This is an optimization exercise on Yosys and OpenROAD, whose aim is small area, not a production implementation.
RTL that was checked went through simulation tests only; none was proved equivalent to the original.
No driver is modelled on the clock port, so clocking that relies on it looks cheaper here than on a real chip.
No activity file was given, so power comes from the tool's default toggle rates.

==> inputs of 05-15 <==
==> flow/design.v (excerpt) <==
module led_fade_pwm_ctrl #(
  parameter int          NUM_LEDS         = 26,
  parameter int          PWM_BITS         = 8,
  parameter logic [31:0] FADE_DIV_DEFAULT = 32'd65535,
  parameter int          ADDR_W           = 5
) (
  input  logic                clk_clk,
  input  logic                rst_reset,
  input  logic [ADDR_W-1:0]   avalon_slave_address,
  input  logic                avalon_slave_write,
  input  logic [31:0]         avalon_slave_writedata,
  input  logic                avalon_slave_read,
  output logic [31:0]         avalon_slave_readdata,
  output logic [NUM_LEDS-1:0] leds
);
==> module led_fade_pwm_ctrl, before the edit <==
module led_fade_pwm_ctrl #(
  parameter int          NUM_LEDS         = 26,
  parameter int          PWM_BITS         = 8,
  parameter logic [31:0] FADE_DIV_DEFAULT = 32'd65535,
  parameter int          ADDR_W           = 5
) (
  input  logic                clk_clk,
  input  logic                rst_reset,
  input  logic [ADDR_W-1:0]   avalon_slave_address,
  input  logic                avalon_slave_write,
  input  logic [31:0]         avalon_slave_writedata,
  input  logic                avalon_slave_read,
  output logic [31:0]         avalon_slave_readdata,
  output logic [NUM_LEDS-1:0] leds
);
  logic                init;      
  logic                en;
  logic                mode;
  logic [31:0]         fade_div;
  logic [31:0]         presc;
  logic [PWM_BITS-1:0] pwm_cnt;
  logic [PWM_BITS-1:0] duty   [NUM_LEDS];
  logic [NUM_LEDS-1:0] dval;      
  logic [PWM_BITS-1:0] fade   [NUM_LEDS];
  logic [NUM_LEDS-1:0] act;       
  logic wr_ctrl, wr_trig, wr_fdiv, tick;
  logic [NUM_LEDS-1:0] duty_sel;
  logic [NUM_LEDS-1:0] led_next;
  logic [31:0]         rd_val;
  assign wr_ctrl = avalon_slave_write && (avalon_slave_address == 5'd0);
  assign wr_trig = avalon_slave_write && (avalon_slave_address == 5'd1);
  assign wr_fdiv = avalon_slave_write && (avalon_slave_address == 5'd2);
  assign tick    = (presc == 32'd0) && !wr_fdiv;
  always_comb
    for (int i = 0; i < NUM_LEDS; i++)
      duty_sel[i] = (avalon_slave_address == 5'(i + 4));
  always_comb
    for (int i = 0; i < NUM_LEDS; i++) begin
      logic [PWM_BITS-1:0] l;
      logic c;
      l = mode ? duty[i] : fade[i];
      c = 1'b0;
      for (int k = 0; k < PWM_BITS; k++)
        c = (l[k] & ~pwm_cnt[k]) | (c & (l[k] | ~pwm_cnt[k]));
      led_next[i] = en && !init && c && (mode ? dval[i] : act[i]);
    end
  always_comb begin
    rd_val = '0;
    case (avalon_slave_address)
      5'd0: rd_val[1:0] = {mode, en};
      5'd2: rd_val = fade_div;
      5'd3: rd_val[NUM_LEDS-1:0] = init ? '0 : act;
      default: ;
    endcase
    for (int i = 0; i < NUM_LEDS; i++)
      if (duty_sel[i] && dval[i] && !init) rd_val[PWM_BITS-1:0] = duty[i];
  end
  always_ff @(posedge clk_clk or posedge rst_reset) begin
    if (rst_reset) begin
      en       <= 1'b1;
      mode     <= 1'b0;
      fade_div <= FADE_DIV_DEFAULT;
      presc    <= '0;
      pwm_cnt  <= '0;
    end else begin
      pwm_cnt <= pwm_cnt + PWM_BITS'(1);
      if (wr_ctrl) begin
        en   <= avalon_slave_writedata[0];
        mode <= avalon_slave_writedata[1];
      end
      if (wr_fdiv) fade_div <= avalon_slave_writedata;
      if (wr_fdiv)   presc <= avalon_slave_writedata;
      else if (tick) presc <= fade_div;
      else           presc <= presc - 32'd1;
    end
  end
  always_ff @(posedge clk_clk or posedge rst_reset)
    if (rst_reset) init <= 1'b1;
    else           init <= 1'b0;
  always_ff @(posedge clk_clk)
    for (int i = 0; i < NUM_LEDS; i++) begin
      dval[i] <= (avalon_slave_write && duty_sel[i]) || (dval[i] && !init);
      act[i]  <= (wr_trig && avalon_slave_writedata[i]) ||
                 (act[i] && !init && !(tick && fade[i] == 8'd1));
    end
  logic [PWM_BITS-1:0] fade_nx [NUM_LEDS];
  always_comb
    for (int i = 0; i < NUM_LEDS; i++) begin
      logic lo;
      lo = 1'b0;
      for (int k = 0; k < PWM_BITS; k++) begin
        fade_nx[i][k] = (wr_trig && avalon_slave_writedata[i]) |
                        (fade[i][k] ^ (tick & ~lo));
        lo = lo | fade[i][k];
      end
    end
  always_ff @(posedge clk_clk) begin
    for (int i = 0; i < NUM_LEDS; i++) begin
      if (avalon_slave_write && duty_sel[i])
        duty[i] <= avalon_slave_writedata[PWM_BITS-1:0];
      fade[i] <= fade_nx[i];
    end
  end
  always_ff @(posedge clk_clk or posedge rst_reset) begin
    if (rst_reset) begin
      leds                  <= '0;
      avalon_slave_readdata <= '0;
    end else begin
      leds <= led_next;
      if (avalon_slave_read) avalon_slave_readdata <= rd_val;
    end
  end
endmodule
==> flow/config.mk <==
export PLATFORM = sky130hd
export DESIGN_NAME = led_fade_pwm_ctrl
export DESIGN_NICKNAME = led_fade_pwm_ctrl
export VERILOG_FILES = /design/flow/design.v
export SDC_FILE = /design/flow/constraint.sdc
export NUM_CORES = 4
export LEC_CHECK = 0
export CAP_MARGIN = 20
export CORE_MARGIN = 2
export CORE_UTILIZATION = 60
export SLEW_MARGIN = 20
==> flow/constraint.sdc <==
create_clock -name core_clock -period 8.0 [get_ports {clk_clk}]
set_input_delay 1.6000 -clock core_clock [delete_from_list [all_inputs] [get_ports {clk_clk}]]
set_output_delay 1.6000 -clock core_clock [all_outputs]
set_load 0.01 [all_outputs]
standard.sh (not shown) runs the stock make flow with config.mk's settings and CLKGATE_MAP_FILE= SYNTH_SCRIPT=/design/flow/synth_recipe.tcl, a recipe that flattens the netlist after the stock synthesis.
==> flow/flow/run.sh <==
#!/bin/bash
# The standard layout (the standard.sh, standard synthesis unchanged) with:
#  - port buffers of the smallest buffer cell,
#  - CTS without dummy loads, small leaf buffers in clusters of up to 14,
#  - after CTS, flow/clkfix.tcl sizes the clock tree for the clock-pin slew limit.
set -e
HERE=$(pwd)
export BUFFER_PORTS_ARGS="-buffer_cell sky130_fd_sc_hd__buf_1"
export CTS_ARGS="-sink_clustering_enable -repair_clock_nets -dont_use_dummy_load -buf_list sky130_fd_sc_hd__clkbuf_4 -sink_clustering_size 14 -sink_clustering_max_diameter 50"
export POST_CTS_TCL="$HERE/flow/clkfix.tcl"
bash standard.sh > standard.log 2>&1
==> flow/flow/clkfix.tcl <==
# Clock tree sizing after CTS: upsize the buffers that drive other clock
# buffers, then upsize leaf buffers whose flip-flop clock pins see a slew
# over the target, and legalise the placement again.
proc clkfix_is_clkbuf {inst} {
  return [string match sky130_fd_sc_hd__clkbuf_* [get_property $inst ref_name]]
}
proc clkfix_next {m} {
  switch -- $m {
    sky130_fd_sc_hd__clkbuf_1 { return sky130_fd_sc_hd__clkbuf_2 }
    sky130_fd_sc_hd__clkbuf_2 { return sky130_fd_sc_hd__clkbuf_4 }
    sky130_fd_sc_hd__clkbuf_4 { return sky130_fd_sc_hd__clkbuf_8 }
    sky130_fd_sc_hd__clkbuf_8 { return sky130_fd_sc_hd__clkbuf_16 }
  }
  return ""
}
proc clkfix {tree_cell target_s} {
  set_propagated_clock [all_clocks]
  set n_tree 0
  foreach inst [get_cells *] {
    if {![clkfix_is_clkbuf $inst]} continue
    set net [get_nets -of_objects [get_pins -of_objects $inst -filter "direction==output"]]
    foreach p [get_pins -of_objects $net -filter "direction==input"] {
      if {[clkfix_is_clkbuf [get_cells -of_objects $p]]} {
        if {[get_property $inst ref_name] ne $tree_cell} { replace_cell $inst [get_lib_cells $tree_cell]; incr n_tree }
        break
      }
    }
  }
  puts "clkfix: resized $n_tree tree buffers to $tree_cell"
  for {set it 0} {$it < 4} {incr it} {
    estimate_parasitics -placement
    set bad {}
    foreach pin [all_registers -clock_pins -edge_triggered] {
      set w 0
      foreach p {slew_max_rise slew_max_fall} { set s [get_property $pin $p]; if {$s > $w} {set w $s} }
      if {$w > $target_s} {
        set net [get_nets -of_objects $pin]
        set drv [lindex [get_pins -of_objects $net -filter "direction==output"] 0]
        if {$drv ne ""} { dict set bad [get_full_name [get_cells -of_objects $drv]] 1 }
      }
    }
    set n 0
    foreach name [dict keys $bad] {
      set inst [get_cells $name]
      if {![clkfix_is_clkbuf $inst]} continue
      set nx [clkfix_next [get_property $inst ref_name]]
      if {$nx ne ""} { replace_cell $inst [get_lib_cells $nx]; incr n }
    }
    puts "clkfix: pass $it upsized $n leaf buffers"
    if {$n == 0} break
  }
  detailed_placement
  estimate_parasitics -placement
}

clkfix sky130_fd_sc_hd__clkbuf_8 0.095
==> 03-14: changes against 05-15 <==
--- a/flow/design.v
+++ b/flow/design.v
@@ -13,7 +13,6 @@
   output logic [31:0]         avalon_slave_readdata,
   output logic [NUM_LEDS-1:0] leds
 );
-  logic                init;      
   logic                en;
   logic                mode;
   logic [31:0]         fade_div;
@@ -42,18 +41,18 @@
       c = 1'b0;
       for (int k = 0; k < PWM_BITS; k++)
         c = (l[k] & ~pwm_cnt[k]) | (c & (l[k] | ~pwm_cnt[k]));
-      led_next[i] = en && !init && c && (mode ? dval[i] : act[i]);
+      led_next[i] = en && c && (mode ? dval[i] : act[i]);
     end
   always_comb begin
     rd_val = '0;
     case (avalon_slave_address)
       5'd0: rd_val[1:0] = {mode, en};
       5'd2: rd_val = fade_div;
-      5'd3: rd_val[NUM_LEDS-1:0] = init ? '0 : act;
+      5'd3: rd_val[NUM_LEDS-1:0] = act;
       default: ;
     endcase
     for (int i = 0; i < NUM_LEDS; i++)
-      if (duty_sel[i] && dval[i] && !init) rd_val[PWM_BITS-1:0] = duty[i];
+      if (duty_sel[i] && dval[i]) rd_val[PWM_BITS-1:0] = duty[i];
   end
   always_ff @(posedge clk_clk or posedge rst_reset) begin
     if (rst_reset) begin
@@ -68,21 +67,28 @@
         en   <= avalon_slave_writedata[0];
         mode <= avalon_slave_writedata[1];
       end
-      if (wr_fdiv) fade_div <= avalon_slave_writedata;
-      if (wr_fdiv)   presc <= avalon_slave_writedata;
-      else if (tick) presc <= fade_div;
-      else           presc <= presc - 32'd1;
+      if (wr_fdiv) begin
+        fade_div <= avalon_slave_writedata;
+        presc    <= avalon_slave_writedata;
+      end else if (tick) begin
+        presc <= fade_div;
+      end else begin
+        presc <= presc - 32'd1;
+      end
     end
   end
-  always_ff @(posedge clk_clk or posedge rst_reset)
-    if (rst_reset) init <= 1'b1;
-    else           init <= 1'b0;
-  always_ff @(posedge clk_clk)
-    for (int i = 0; i < NUM_LEDS; i++) begin
-      dval[i] <= (avalon_slave_write && duty_sel[i]) || (dval[i] && !init);
-      act[i]  <= (wr_trig && avalon_slave_writedata[i]) ||
-                 (act[i] && !init && !(tick && fade[i] == 8'd1));
+  always_ff @(posedge clk_clk or posedge rst_reset) begin
+    if (rst_reset) begin
+      dval <= '0;
+      act  <= '0;
+    end else begin
+      for (int i = 0; i < NUM_LEDS; i++) begin
+        if (avalon_slave_write && duty_sel[i]) dval[i] <= 1'b1;
+        if (wr_trig && avalon_slave_writedata[i]) act[i] <= 1'b1;
+        else if (tick && fade[i] == 8'd1) act[i] <= 1'b0;
+      end
     end
+  end
   logic [PWM_BITS-1:0] fade_nx [NUM_LEDS];
   always_comb
     for (int i = 0; i < NUM_LEDS; i++) begin
CAP_MARGIN = 0   (was 20)
GPL_TIMING_DRIVEN = 0   (was unset)
SLEW_MARGIN = 0   (was 20)
==> 03-18: changes against 05-15 <==
==> flow/design.v (replaced) <==
module led_fade_pwm_ctrl #(
  parameter int          NUM_LEDS         = 26,
  parameter int          PWM_BITS         = 8,
  parameter logic [31:0] FADE_DIV_DEFAULT = 32'd65535,
  parameter int          ADDR_W           = 5
) (
  input  logic                clk_clk,
  input  logic                rst_reset,
  input  logic [ADDR_W-1:0]   avalon_slave_address,
  input  logic                avalon_slave_write,
  input  logic [31:0]         avalon_slave_writedata,
  input  logic                avalon_slave_read,
  output logic [31:0]         avalon_slave_readdata,
  output logic [NUM_LEDS-1:0] leds
);
  logic                init;
  logic                en;
  logic                mode;
  logic [31:0]         fade_div;
  logic [31:0]         presc;
  logic [PWM_BITS-1:0] pwm_cnt;
  logic [PWM_BITS-1:0] duty [NUM_LEDS];
  logic [NUM_LEDS-1:0] dval;
  logic [PWM_BITS-1:0] fade [NUM_LEDS];
  logic [NUM_LEDS-1:0] act;
  logic wr_ctrl, wr_trig, wr_fdiv, tick;
  logic [NUM_LEDS-1:0] duty_sel;
  logic [NUM_LEDS-1:0] trig;
  logic [NUM_LEDS-1:0] led_next;
  logic [31:0]         rd_next;
  assign wr_ctrl = avalon_slave_write && (avalon_slave_address == 5'd0);
  assign wr_trig = avalon_slave_write && (avalon_slave_address == 5'd1);
  assign wr_fdiv = avalon_slave_write && (avalon_slave_address == 5'd2);
  assign tick    = (init || presc == 32'd0) && !wr_fdiv;
  always_comb
    for (int i = 0; i < NUM_LEDS; i++) begin
      duty_sel[i] = (avalon_slave_address == 5'(i + 4));
      trig[i]     = wr_trig && avalon_slave_writedata[i];
    end
  always_comb
    for (int i = 0; i < NUM_LEDS; i++) begin
      logic [PWM_BITS-1:0] l;
      logic c;
      l = mode ? duty[i] : fade[i];
      c = 1'b0;
      for (int k = 0; k < PWM_BITS; k++)
        c = (l[k] & ~pwm_cnt[k]) | (c & (l[k] | ~pwm_cnt[k]));
      led_next[i] = en && !init && c && (mode ? dval[i] : act[i]);
    end
  always_comb begin
    logic rd, s_ctrl, s_fdiv, s_stat;
    rd     = avalon_slave_read;
    s_ctrl = rd && (avalon_slave_address == 5'd0);
    s_fdiv = rd && (avalon_slave_address == 5'd2);
    s_stat = rd && (avalon_slave_address == 5'd3) && !init;
    rd_next = ({32{!rd}} & avalon_slave_readdata) |
              ({32{s_fdiv}} & fade_div) |
              ({32{s_stat}} & {{(32-NUM_LEDS){1'b0}}, act}) |
              ({32{s_ctrl}} & {30'd0, mode, en});
    for (int i = 0; i < NUM_LEDS; i++)
      rd_next[PWM_BITS-1:0] = rd_next[PWM_BITS-1:0] |
        ({PWM_BITS{rd && duty_sel[i] && dval[i] && !init}} & duty[i]);
  end
  always_ff @(posedge clk_clk or posedge rst_reset) begin
    if (rst_reset) begin
      init                  <= 1'b1;
      en                    <= 1'b1;
      mode                  <= 1'b0;
      fade_div              <= FADE_DIV_DEFAULT;
      pwm_cnt               <= '0;
      leds                  <= '0;
      avalon_slave_readdata <= '0;
    end else begin
      init                  <= 1'b0;
      pwm_cnt               <= pwm_cnt + PWM_BITS'(1);
      leds                  <= led_next;
      avalon_slave_readdata <= rd_next;
      if (wr_ctrl) begin
        en   <= avalon_slave_writedata[0];
        mode <= avalon_slave_writedata[1];
      end
      if (wr_fdiv) fade_div <= avalon_slave_writedata;
    end
  end
  always_ff @(posedge clk_clk) begin
    logic lo;
    lo = 1'b0;
    for (int k = 0; k < 32; k++) begin
      if (wr_fdiv)   presc[k] <= avalon_slave_writedata[k];
      else if (tick) presc[k] <= fade_div[k];
      else           presc[k] <= presc[k] ^ ~lo;
      lo = lo | presc[k];
    end
  end
  always_ff @(posedge clk_clk)
    for (int i = 0; i < NUM_LEDS; i++) begin
      logic z, zn;
      if (avalon_slave_write && duty_sel[i])
        duty[i] <= avalon_slave_writedata[PWM_BITS-1:0];
      z = tick;
      for (int k = 0; k < PWM_BITS; k++) begin
        zn = z & ~fade[i][k];
        fade[i][k] <= trig[i] | zn | (fade[i][k] & ~z);
        z = zn;
      end
      dval[i] <= (avalon_slave_write && duty_sel[i]) || (dval[i] && !init);
      act[i]  <= trig[i] || (act[i] && !init && !(tick && fade[i] == 8'd1));
    end
endmodule
==> flow/flow/run.sh (replaced) <==
#!/bin/bash
# Layout flow: the standard.sh (ORFS) with these changes:
#  - synthesis: the standard flow's synthesis script, but Yosys's abc pass maps the
#    combinational logic with flow/area.abc (area-oriented); see flow/synth.tcl,
#  - port buffers of the smallest buffer cell,
#  - CTS without dummy loads, small leaf buffers in clusters of up to 14,
#  - after CTS, flow/clkfix.tcl sizes the clock tree for the clock-pin slew limit.
# Each step's output goes to a log file of its own in this folder.
set -e
HERE=$(pwd)
export LFP_WORK="$HERE"
export LFP_ABC_SCRIPT="$HERE/flow/area.abc"
export BUFFER_PORTS_ARGS="-buffer_cell sky130_fd_sc_hd__buf_1"
export CTS_ARGS="-sink_clustering_enable -repair_clock_nets -dont_use_dummy_load -buf_list sky130_fd_sc_hd__clkbuf_4 -sink_clustering_size 14 -sink_clustering_max_diameter 50"
export POST_CTS_TCL="$HERE/flow/clkfix.tcl"
bash standard.sh SYNTH_SCRIPT="$HERE/flow/synth.tcl" synth > synth.log 2>&1
bash standard.sh > standard.log 2>&1
==> flow/flow/area.abc (new file) <==
strash
balance
rewrite
refactor
balance
rewrite
rewrite -z
balance
refactor -z
rewrite -z
balance
&get -n
&st
&dch -f
&nf -R 1000 -F 8 -A 8 -C 32
&put
topo
--- a/flow/flow/clkfix.tcl
+++ b/flow/flow/clkfix.tcl
@@ -53,4 +53,4 @@
   estimate_parasitics -placement
 }
 
-clkfix sky130_fd_sc_hd__clkbuf_8 0.095
+clkfix sky130_fd_sc_hd__clkbuf_8 0.105
==> flow/flow/synth.tcl (new file) <==
# The standard flow's synthesis script (synth_recipe.tcl in the work folder), with one
# change: Yosys's abc pass runs flow/area.abc, an area-oriented mapping
# script, instead of ORFS's speed script. Everything before and after the
# mapping of the combinational logic, the registers included, is unchanged.
proc abc {args} {
  set i [lsearch -exact $args -script]
  if {$i >= 0} { lset args [expr {$i + 1}] $::env(LFP_ABC_SCRIPT) }
  puts "abc with script $::env(LFP_ABC_SCRIPT)"
  yosys abc {*}$args
}
source $::env(LFP_WORK)/synth_recipe.tcl
CAP_MARGIN = 10   (was 20)
CORE_UTILIZATION = 65   (was 60)
SLEW_MARGIN = 10   (was 20)
==> 06-02: changes against 05-15 <==
--- a/flow/design.v
+++ b/flow/design.v
@@ -30,7 +30,7 @@
   assign wr_ctrl = avalon_slave_write && (avalon_slave_address == 5'd0);
   assign wr_trig = avalon_slave_write && (avalon_slave_address == 5'd1);
   assign wr_fdiv = avalon_slave_write && (avalon_slave_address == 5'd2);
-  assign tick    = (presc == 32'd0) && !wr_fdiv;
+  assign tick    = (init || presc == 32'd0) && !wr_fdiv;
   always_comb
     for (int i = 0; i < NUM_LEDS; i++)
       duty_sel[i] = (avalon_slave_address == 5'(i + 4));
@@ -60,7 +60,6 @@
       en       <= 1'b1;
       mode     <= 1'b0;
       fade_div <= FADE_DIV_DEFAULT;
-      presc    <= '0;
       pwm_cnt  <= '0;
     end else begin
       pwm_cnt <= pwm_cnt + PWM_BITS'(1);
@@ -69,14 +68,16 @@
         mode <= avalon_slave_writedata[1];
       end
       if (wr_fdiv) fade_div <= avalon_slave_writedata;
-      if (wr_fdiv)   presc <= avalon_slave_writedata;
-      else if (tick) presc <= fade_div;
-      else           presc <= presc - 32'd1;
     end
   end
   always_ff @(posedge clk_clk or posedge rst_reset)
     if (rst_reset) init <= 1'b1;
     else           init <= 1'b0;
+  always_ff @(posedge clk_clk) begin
+    if (wr_fdiv)   presc <= avalon_slave_writedata;
+    else if (tick) presc <= fade_div;
+    else           presc <= presc - 32'd1;
+  end
   always_ff @(posedge clk_clk)
     for (int i = 0; i < NUM_LEDS; i++) begin
       dval[i] <= (avalon_slave_write && duty_sel[i]) || (dval[i] && !init);
==> notes <==
03-18 completed with no timing, DRC or antenna violations. 06-02 completed without violations. 03-14 produced a layout that fails on capacitance limit. 05-15 went through all stages and came out clean.
Of 03-18 and 06-02, 06-02 has the higher power (gap 14%, measured against 06-02).
Against 06-02, the first-iteration DRC count of 03-18 is smaller by about 1.7%.
Between 03-18 and 06-02, the lower clock-buffer cell count is in 03-18 (gap 7).
Final area: 03-18 is smaller than 03-14 (8.7%).
In sequential cell count, 03-18 and 06-02 do not differ.
Of 03-18 and 05-15, 05-15 has the higher register-to-register slack (gap 2.1 ns).
Against 05-15, the clock power of 03-18 is lower by about 4%.
Setup slack, lowest first: 03-18, 03-14, 05-15, 06-02.
The RTL of 05-15 and 06-02 was laid out without a check of its function.

-- afterwards: timing with drivers on the ports --
In the flow no input, the clock included, has a driving cell. The finished layouts below were timed again as built, in two steps. Step 1: set_driving_cell puts a clkbuf_16 on clk_clk and a buf_2 on each other input, an assumption about the parent block. Step 2, shift: input delay + t, output delay - t, t = (earliest + latest rising clock arrival at the registers) / 2. This alone moves slack from input paths to output paths. a / b / c = ideal ports / drivers / drivers and shift; a / b = the first two.
run | t (ns) | setup WS [ns] | hold slack, ns | worst setup path at the end | latest minus earliest clock arrival (ns)
05-15 | 0.759 | 2.964 / 2.994 / 2.235 | 0.472 / 0.472 / 0.472 | input to register | 0.056 / 0.056
03-14 | 0.747 | 2.103 / 2.136 / 1.389 | 0.475 / 0.475 / 0.475 | input to register | 0.049 / 0.050
03-18 | 0.736 | 1.649 / 1.649 / 1.649 | 0.477 / 0.477 / 0.477 | register to register | 0.059 / 0.059
06-02 | 0.742 | 3.134 / 3.153 / 2.411 | 0.474 / 0.474 / 0.474 | input to register | 0.041 / 0.041
For 05-15, which loses most, drivers alone change the setup slack by +0.030 ns; drivers and shift together by -0.729 ns.
